From an optimization exercise on the open Yosys and OpenROAD flow, aimed at small area, a short achievable clock period and few clock cycles; shortcuts taken in it are not production practice.
The RTL was checked by simulation tests, not by an equivalence proof against the original design.

== job 101 ==
## read_bmap_row
module read_bmap_row #(
    parameter int DATA_WIDTH  = 32,
    parameter int ADDR_WIDTH  = 32,
    parameter int PIXEL_WIDTH = 16,
    parameter int PIPE_LEN    = 7     
) (
    input  logic                   aclk,
    input  logic                   areset,
    input  logic                   req,
    input  logic [ADDR_WIDTH-1:0]  fb_base_in,
    input  logic [31:0]            wmod_in,
    input  logic [31:0]            xcur_in,
    input  logic [31:0]            ycur_in,
    input  logic [31:0]            hdx_in,
    input  logic [31:0]            hdy_in,
    input  logic [31:0]            cnt_in,
    output logic                   mem_req,
    output logic                   mem_we,
    output logic [ADDR_WIDTH-1:0]  mem_addr,
    output logic [DATA_WIDTH-1:0]  mem_wdata,
    input  logic [DATA_WIDTH-1:0]  mem_rdata,
    input  logic                   mem_resp,
    output logic [PIXEL_WIDTH-1:0] pixel,
    output logic                   pix_valid,
    input  logic                   pix_ready,
    output logic                   pix_last,
    output logic                   busy,
    output logic                   done
);
clock: 8.0 ns
lec_check: 0
cap_margin: 20
core_margin: 2
core_utilization: 85
cts_buf_list: sky130_fd_sc_hd__clkbuf_8
cts_cluster_diameter: 60
cts_cluster_size: 16
setup_slack_margin: 4.5
slew_margin: 20
standard.sh (not shown) runs the stock make flow with config.mk's settings and CLKGATE_MAP_FILE= SYNTH_SCRIPT=/design/flow/synth_recipe.tcl, a recipe that flattens the netlist after the stock synthesis.
==> flow/flow/run.sh <==
#!/bin/bash
# Standard layout, with the port buffers made of the smallest buffer cell.
cp standard.sh standard.sh.log.txt 2>/dev/null
export BUFFER_PORTS_ARGS="-buffer_cell sky130_fd_sc_hd__buf_1"
bash standard.sh > standard.log 2>&1
Stage in which a tool error killed job 101: 5_1_grt.
Testbench counts of job 101, summed over its fixed seeds: cycles 30,202.
Here is what was changed in the inputs of job 102 compared with job 101.
- CORE_UTILIZATION: 85 -> 65
- PLACE_DENSITY: unset -> 0.75
Findings:
- 5_1_grt: job 101 exited with error
- Job 102 completed end to end with timing, DRC and antenna clean.
- Delta (job 102 minus job 101): number of buffers added for setup after CTS essentially unchanged; number of cells in the design after placement higher; synthesized instance count about even; die height rose by 14%.
- Job 102 ends up with a total number of placement rows that is 9 higher than in job 101.
- Reported for job 102 and job 101, adder-cell share of the synthesized area turned out identical to the last digit.
- Job 102 vs job 101 — half-perimeter wire length of the detailed placement result dropped 4300 um.
- Job 102 vs. job 101: weighted congestion at the end of routability-driven global placement saw little to no change, number of buffers created by CTS rose about 5.4%.
The inputs of job 103 differ from those of job 102 as listed below.
- SETUP_SLACK_MARGIN: 4.5 -> 4.3
- PLACE_DENSITY: 0.75 -> unset
==> flow/flow/run.sh <==
#!/bin/bash
# Standard layout, with the port buffers made of the smallest buffer cell.
export BUFFER_PORTS_ARGS="-buffer_cell sky130_fd_sc_hd__buf_1"
bash standard.sh > standard.log 2>&1
--- outcome ---
NOTE total length of routed met3 wires job 102->job 103 increased by a few percent. Detailed-routing wirelength on met1 of job 103 exceeds that of job 102 by a few percent. Looking at final period demand of the worst path, job 103 sits 0.13 ns above job 102. Job 103 vs. job 102: final cell count fell about 0.7%; design area saw a decrease; fraction of area in multi-input gates has remained practically unchanged; unique cell type count in the Yosys netlist neither gained nor lost much. Job 102 and job 103 ended up with roughly the same hold-fix buffer count after cts. Core utilization came out lower on job 103 than on job 102.
The inputs of job 104 differ from those of job 103 as listed below.
- SETUP_SLACK_MARGIN changed from 4.3 to 4.5
==> flow/flow/run.sh <==
#!/bin/bash
# Standard layout, with the port buffers made of the smallest buffer cell.
cp standard.sh standard.sh.log.txt 2>/dev/null
export BUFFER_PORTS_ARGS="-buffer_cell sky130_fd_sc_hd__buf_1"
bash standard.sh > standard.log 2>&1
--- outcome ---
[compare] base=job 103 new=job 104: via count moved down; synthesis-to-finish area growth moved up.
Comparing job 104 and job 103, global router's overall resource usage is higher on job 103.
Diff job 103..job 104 | count of non-CTS inverters in the layout | unchanged
~same clock skew in job 104 and job 103
Taking job 103 as the reference, in job 104 non-clock buffer instance count of the final layout now sits higher, count of antenna diodes in the layout dropped 7, wire length of the first global-routing pass dropped 2100 um.
Job 104 has completed all stages; timing, DRC and antenna checks passed.

port drivers added, routing unchanged:
No port has a modelled driver above. Below, the same layouts with a new extraction and two added sets of constraints. Step 1 assumes that a clkbuf_16 drives the clock port and a buf_2 every other input. Step 2 moves the port delays by t, midway between the first and last clock arrival at a register: inputs arrive t later, outputs are due t later. That takes back most of the time a late clock gives input paths. Slacks: ideal / step 1 / step 2; pairs: ideal / step 1.
run	t (ns)	setup WS [ns]	worst data-port slew with drivers (ns)
job 102	0.679	4.441 / 4.441 / 4.056	0.10
job 103	0.679	4.312 / 4.312 / 3.717	0.11
job 104	0.675	4.432 / 4.432 / 3.958	0.09
After both steps setup and hold are still met in every run listed. The setup slack of job 103, which loses most, moves by 0.000 ns with the drivers and by -0.595 ns with both steps.
